This design comes from an exercise in tuning for small area on the open sky130 flow, not from production work. Function was checked by simulation only, so behaviour that the tests miss may differ from the original. Power figures rest on the tool's default switching activity, not on a simulated workload.

==> flow/design.v <==
package mem_pkg;
	localparam int ADDR_W  = 32;	 
	localparam int SIZE_W  = 4;	 
	localparam int BYTE_W  = 8;	 
	localparam int IDX_W   = 4;	 
	localparam int DATA_W  = 64;	 
	localparam int DEPTH   = 16;	 
	localparam logic [SIZE_W-1:0] SIZE_1DW = 4'd3;	 
	localparam logic [SIZE_W-1:0] SIZE_2DW = 4'd8;	 
	localparam logic [SIZE_W-1:0] SIZE_4DW = 4'd9;	 
	localparam logic [1:0] LEN_ERR = 2'd2;
endpackage
`timescale 1ns/1ps
import mem_pkg::*;
module ap_fifo
#(
	parameter int AP_DEPTH = 4,
	parameter int ENT_W    = 7
)
(
	input  logic             bus_if,
	input  logic             reset_n_i,
	input  logic             req_i,
	input  logic [ENT_W-1:0] ent_i,
	input  logic             pop_i,
	output logic             grant_o,
	output logic [ENT_W-1:0] head_o,
	output logic             not_empty_o
);
	localparam int PTR_W = $clog2(AP_DEPTH);
	localparam int CNT_W = $clog2(AP_DEPTH + 1);
	logic [ENT_W-1:0] ent_r [AP_DEPTH];
	logic [PTR_W-1:0] wptr_r;
	logic [PTR_W-1:0] rptr_r;
	logic [CNT_W-1:0] count_r;
	logic             push_s;
	assign push_s = req_i && !count_r[CNT_W-1] && !grant_o;
	always_ff @(posedge bus_if)
	begin
		if (!reset_n_i)
		begin
			wptr_r  <= '0;
			rptr_r  <= '0;
			count_r <= '0;
			grant_o <= 1'b0;
		end
		else
		begin
			if (push_s)
				wptr_r <= wptr_r + 1'b1;
			if (pop_i)
				rptr_r <= rptr_r + 1'b1;
			case ({push_s, pop_i})
				2'b10:   count_r <= count_r + 1'b1;
				2'b01:   count_r <= count_r - 1'b1;
				default: count_r <= count_r;
			endcase
			grant_o <= push_s;
		end
	end
	always_ff @(posedge bus_if)
	begin
		if (push_s)
			ent_r[wptr_r] <= ent_i;
	end
	assign head_o      = ent_r[rptr_r];
	assign not_empty_o = (count_r != '0);
endmodule
`timescale 1ns/1ps
import mem_pkg::*;
module ap_decode
(
	input  logic [mem_pkg::ADDR_W-1:0] addr_i,
	input  logic [mem_pkg::SIZE_W-1:0] size_i,
	output logic [1:0]                 len_o,	 
	output logic [mem_pkg::IDX_W-1:0]  idx_o
);
	logic hi_zero;	 
	logic lo_zero;	 
	logic ok;
	assign hi_zero = (addr_i[ADDR_W-1:7] == '0);
	assign lo_zero = (addr_i[2:0] == 3'd0);
	assign idx_o   = addr_i[6:3];
	always_comb
	begin
		case (size_i)
			SIZE_1DW: begin len_o = 2'd0; ok = hi_zero && ((idx_o != 4'd15) || lo_zero); end
			SIZE_2DW: begin len_o = 2'd1; ok = hi_zero && ((idx_o < 4'd14) || (idx_o == 4'd14 && lo_zero)); end
			SIZE_4DW: begin len_o = 2'd3; ok = hi_zero && ((idx_o < 4'd12) || (idx_o == 4'd12 && lo_zero)); end
			default:  begin len_o = LEN_ERR; ok = 1'b0; end
		endcase
		if (!ok)
			len_o = LEN_ERR;
	end
endmodule
`timescale 1ns/1ps
import mem_pkg::*;
module dp_ctrl
(
	input  logic                      bus_if,
	input  logic                      reset_n_i,
	input  logic                      not_empty_i,
	input  logic                      head_rd_i,
	input  logic [1:0]                head_len_i,
	input  logic [mem_pkg::IDX_W-1:0] head_idx_i,
	input  logic                      write_valid_i,
	output logic                      pop_o,
	output logic                      we_o,		 
	output logic [mem_pkg::IDX_W-1:0] wr_idx_o,
	output logic [mem_pkg::IDX_W-1:0] rd_idx_o,	 
	output logic                      rd_load_o,	 
	output logic                      fwd_o,	 
	output logic                      read_valid_o,
	output logic                      error_o
);
	logic              v_r;		 
	logic              e_r;		 
	logic              w_r;		 
	logic [IDX_W-1:0]  idx_r;	 
	logic [1:0]        rem_r;	 
	logic              rd_s;	 
	logic              beat_s;
	logic              fin_s;
	logic              head_err;
	assign rd_s     = v_r && !e_r;
	assign we_o     = w_r && write_valid_i;
	assign beat_s   = rd_s || we_o;
	assign fin_s    = !(rd_s || w_r) || (beat_s && rem_r == 2'd0);
	assign pop_o    = fin_s && not_empty_i;
	assign head_err = (head_len_i == LEN_ERR);
	assign rd_idx_o  = fin_s ? head_idx_i : idx_r + 1'b1;
	assign rd_load_o = fin_s ? (not_empty_i && head_rd_i && !head_err) : rd_s;
	assign fwd_o     = we_o && (idx_r == head_idx_i);
	assign wr_idx_o  = idx_r;
	assign read_valid_o = v_r;
	assign error_o      = e_r;
	always_ff @(posedge bus_if)
	begin
		if (!reset_n_i)
		begin
			v_r <= 1'b0;
			e_r <= 1'b0;
			w_r <= 1'b0;
		end
		else if (fin_s)
		begin
			v_r <= not_empty_i && head_rd_i;
			e_r <= not_empty_i && head_err;
			w_r <= not_empty_i && !head_rd_i && !head_err;
		end
	end
	always_ff @(posedge bus_if)
	begin
		if (fin_s)
		begin
			idx_r <= head_idx_i;
			rem_r <= head_len_i;
		end
		else if (beat_s)
		begin
			idx_r <= idx_r + 1'b1;
			rem_r <= rem_r - 1'b1;
		end
	end
endmodule
`timescale 1ns/1ps
import mem_pkg::*;
module mem_lane
(
	input  logic                      bus_if,
	input  logic                      reset_n_i,
	input  logic                      we_i,
	input  logic [mem_pkg::IDX_W-1:0] wr_idx_i,
	input  logic [mem_pkg::DATA_W-1:0] wr_data_i,
	output logic [mem_pkg::DEPTH-1:0][mem_pkg::DATA_W-1:0] mem_o
);
	logic [DATA_W-1:0] mem_r [DEPTH];
	always_ff @(posedge bus_if)
	begin
		for (int i = 0; i < DEPTH; i++)
		begin
			if (!reset_n_i || (we_i && wr_idx_i == IDX_W'(i)))
				mem_r[i] <= reset_n_i ? wr_data_i : '0;
		end
	end
	for (genvar g = 0; g < DEPTH; g++)
	begin : g_out
		assign mem_o[g] = mem_r[g];
	end
endmodule
`timescale 1ns/1ps
import mem_pkg::*;
module rd_resp
(
	input  logic                       bus_if,
	input  logic                       reset_n_i,
	input  logic                       load_i,
	input  logic                       fwd_i,
	input  logic [mem_pkg::IDX_W-1:0]  idx_i,
	input  logic [mem_pkg::DEPTH-1:0][mem_pkg::DATA_W-1:0] mem_i,
	input  logic [mem_pkg::DATA_W-1:0] wr_data_i,
	output logic [mem_pkg::DATA_W-1:0] read_data_o
);
	logic [DATA_W-1:0] word_s;
	logic [DEPTH:0] sel_s;	 
	always_comb
	begin
		for (int i = 0; i < DEPTH; i++)
			sel_s[i] = reset_n_i && !fwd_i && idx_i == IDX_W'(i);
		sel_s[DEPTH] = reset_n_i && fwd_i;
		word_s = wr_data_i & {DATA_W{sel_s[DEPTH]}};
		for (int i = 0; i < DEPTH; i++)
			word_s = word_s | (mem_i[i] & {DATA_W{sel_s[i]}});
	end
	always_ff @(posedge bus_if)
	begin
		if (!reset_n_i || load_i)
			read_data_o <= word_s;
	end
endmodule
`timescale 1ns/1ps
import mem_pkg::*;
module ip_mem_top
#(
	parameter int MEM_DEPTH = 16,
	parameter int MEM_WIDTH = 8,
	parameter int AP_DEPTH  = 4
)
(
	input  logic                                 bus_if,
	input  logic                                 reset_n_i,
	input  logic                                 read_i,
	input  logic                                 write_i,
	input  logic [mem_pkg::ADDR_W-1:0]           addr_i,
	input  logic [mem_pkg::SIZE_W-1:0]           size_i,
	input  logic                                 write_valid_i,
	input  logic [MEM_WIDTH*mem_pkg::BYTE_W-1:0] write_data_i,
	output logic                                 grant_o,
	output logic                                 read_valid_o,
	output logic [MEM_WIDTH*mem_pkg::BYTE_W-1:0] read_data_o,
	output logic                                 error_o
);
	logic [1:0]        len;
	logic [IDX_W-1:0]  idx;
	logic [6:0]        head;
	logic              not_empty;
	logic              pop;
	logic              we;
	logic [IDX_W-1:0]  wr_idx;
	logic [IDX_W-1:0]  rd_idx;
	logic              rd_load;
	logic              fwd;
	logic [DEPTH-1:0][DATA_W-1:0] mem;
	ap_decode u_ap_decode
	(
		.addr_i(addr_i), .size_i(size_i), .len_o(len), .idx_o(idx)
	);
	ap_fifo #(.AP_DEPTH(AP_DEPTH), .ENT_W(7)) u_ap_fifo
	(
		.bus_if(bus_if), .reset_n_i(reset_n_i),
		.req_i(read_i || write_i), .ent_i({read_i, len, idx}),
		.pop_i(pop), .grant_o(grant_o), .head_o(head), .not_empty_o(not_empty)
	);
	dp_ctrl u_dp_ctrl
	(
		.bus_if(bus_if), .reset_n_i(reset_n_i),
		.not_empty_i(not_empty), .head_rd_i(head[6]), .head_len_i(head[5:4]),
		.head_idx_i(head[3:0]), .write_valid_i(write_valid_i),
		.pop_o(pop), .we_o(we), .wr_idx_o(wr_idx), .rd_idx_o(rd_idx),
		.rd_load_o(rd_load), .fwd_o(fwd),
		.read_valid_o(read_valid_o), .error_o(error_o)
	);
	mem_lane u_mem
	(
		.bus_if(bus_if), .reset_n_i(reset_n_i), .we_i(we), .wr_idx_i(wr_idx),
		.wr_data_i(write_data_i), .mem_o(mem)
	);
	rd_resp u_rd_resp
	(
		.bus_if(bus_if), .reset_n_i(reset_n_i), .load_i(rd_load), .fwd_i(fwd),
		.idx_i(rd_idx), .mem_i(mem), .wr_data_i(write_data_i), .read_data_o(read_data_o)
	);
endmodule
==> flow/config.mk <==
export PLATFORM = sky130hd
export DESIGN_NAME = ip_mem_top
export DESIGN_NICKNAME = ip_mem_top
export VERILOG_FILES = /design/flow/design.v
export SDC_FILE = /design/flow/constraint.sdc
export NUM_CORES = 4
export LEC_CHECK = 0
export CAP_MARGIN = 20
export CORE_MARGIN = 2
export CORE_UTILIZATION = 60
export GPL_TIMING_DRIVEN = 0
export SLEW_MARGIN = 20
==> flow/constraint.sdc <==
create_clock -name core_clock -period 6.5 [get_ports {bus_if}]
set_input_delay 1.3000 -clock core_clock [delete_from_list [all_inputs] [get_ports {bus_if}]]
set_output_delay 1.3000 -clock core_clock [all_outputs]
set_load 0.01 [all_outputs]
standard.sh (not shown) runs the stock make flow with config.mk's settings and CLKGATE_MAP_FILE= SYNTH_SCRIPT=/design/flow/synth_recipe.tcl, a recipe that flattens the netlist after the stock synthesis.
==> flow/flow/run.sh <==
#!/bin/bash
# Standard synthesis, then the combinational logic re-mapped for area by ABC (registers kept
# as the standard synthesis made them), then the standard layout with port buffers of the
# smallest size and a clock tree without dummy loads.
set -euo pipefail
HERE=$(pwd)
FLOWDIR=$HERE/flow
RES=$HERE/orfs/results/$FLOW_PLATFORM/ip_mem_top/base
YOSYS=$FLOW_HOME/../tools/install/yosys/bin/yosys
LIB=$FLOW_HOME/platforms/$FLOW_PLATFORM/lib/sky130_fd_sc_hd__tt_025C_1v80.lib

export BUFFER_PORTS_ARGS="-buffer_cell sky130_fd_sc_hd__buf_1"
export CTS_ARGS="-sink_clustering_enable -repair_clock_nets -dont_use_dummy_load -sink_clustering_size 10 -sink_clustering_max_diameter 40 -buf_list sky130_fd_sc_hd__clkbuf_4"

bash standard.sh synth > synth.log 2>&1

cp $RES/1_2_yosys.v $HERE/std_synth.v
DONT_USE=$(sed -n '/^export DONT_USE_CELLS/,/^#/p' $FLOW_HOME/platforms/$FLOW_PLATFORM/config.mk | grep -o 'sky130_fd_sc_hd__[a-z0-9_]*' | sed 's/^/-dont_use /' | tr '\n' ' ')
cat > remap.ys <<EOS
read_liberty -ignore_miss_func $LIB
read_verilog $HERE/std_synth.v
hierarchy -top $FLOW_TOP
blackbox $(cat $FLOWDIR/seq_cells.txt)
flatten
delete t:\$scopeinfo
opt_clean
tee -o $HERE/remap_before.txt stat -liberty $LIB
abc -liberty $LIB $DONT_USE -script $FLOWDIR/area.abc
opt_clean -purge
hilomap -singleton -hicell sky130_fd_sc_hd__conb_1 HI -locell sky130_fd_sc_hd__conb_1 LO
insbuf -buf sky130_fd_sc_hd__buf_4 A X
opt_clean -purge
check
tee -o $HERE/remap_after.txt stat -liberty $LIB
select $FLOW_TOP
write_verilog -noattr -noexpr -nohex -nodec -selected $HERE/remap.v
EOS
$YOSYS -s remap.ys > remap.log 2>&1
cp $HERE/remap.v $RES/1_2_yosys.v
rm -f $RES/1_synth.odb $RES/1_synth.sdc

bash standard.sh finish > standard.log 2>&1
==> flow/flow/area.abc <==
&get -n
&st
&dch -f
&nf -a -p -R 1000
&put
mfs2 -a
&get -n
&st
&dch -f
&nf -a -p -R 1000
&put
mfs2 -a
&get -n
&st
&dch -f
&nf -a -p -R 1000
&put
topo
Other scripts of this flow, unchanged in this note and not shown: flow/flow/seq_cells.txt
Rerun with:
Settings changed: GPL_TIMING_DRIVEN 0 to unset, PLACE_DENSITY set to 0.75.
After rerunning:
- The changed run ran to the end with no violations
- via count is lower by 1.1%
- synthesized cell count is unchanged
- clock skew is lower by 19 ps
- worst hold slack is better by 40 ps
- routed wire length is lower by about 4.4%
- cell area is lower by about 6%
- power is lower by 3.9%
Rerun with:
Settings changed: PLACE_DENSITY 0.75 to unset.
=> Die area is unchanged. Total power climbs by 0.58%. Sequential share of layout area goes down by 0.20 points. Register-to-register slack gets better by 30 ps. Count of clock-buffer cells in the layout goes up by 1. Worst setup slack is better by 28 ps. Critical path depth rose by 1.
Rerun with:
==> flow/flow/area.abc (replaced) <==
&get -n
&st
&dch -f
&nf -a -p -R 1000
&put
mfs2
&get -n
&st
&dch -f
&nf -a -p -R 1000
&put
topo
Settings changed: CORE_UTILIZATION 60 to 65, PLACE_DENSITY set to 0.75.
The changed run finished clean.
Global-route usage rises by 0.74 points.
Power falls by 3.0%.
Design area falls by 0.60%.
Setup slack is worse by 180 ps.
Via count stays flat.

[afterwards: timing with drivers on the ports]
How much do the figures lean on ideal ports? The routed layouts below were timed once more, with nothing changed but the port constraints. Step 1 (the two cells are an assumption about what drives the block):
set clk [get_ports {bus_if}]
set_driving_cell -lib_cell sky130_fd_sc_hd__clkbuf_16 $clk
set_driving_cell -lib_cell sky130_fd_sc_hd__buf_2 [delete_from_list [all_inputs] $clk]
Step 2 times the ports against the registers' clock, not the clock port: input delays grow and output delays shrink by t, the midpoint of the rising clock arrivals with the driver on. a / b / c = no drivers / after step 1 / after step 2; a / b = the first two.
| run | t, ns | slack for setup (ns) | hold WS [ns] | latest minus earliest clock arrival (ns) | pins driven straight from the clock port |
|---|---|---|---|---|---|
| the first run | 1.036 | 1.666 / 1.666 / 0.857 | 0.442 / 0.442 / 0.442 | 0.092 / 0.092 | 1 |
| the second run | 1.043 | 1.930 / 1.930 / 1.128 | 0.482 / 0.482 / 0.482 | 0.090 / 0.090 | 1 |
| the third run | 1.026 | 1.958 / 1.958 / 1.278 | 0.453 / 0.453 / 0.453 | 0.081 / 0.082 | 1 |
| the fourth run | 1.055 | 1.775 / 1.775 / 1.089 | 0.456 / 0.456 / 0.456 | 0.126 / 0.126 | 1 |
After both steps every run listed still meets setup and hold. For the first run, which loses most, drivers alone change the setup slack by 0.000 ns; drivers and shift together by -0.809 ns.
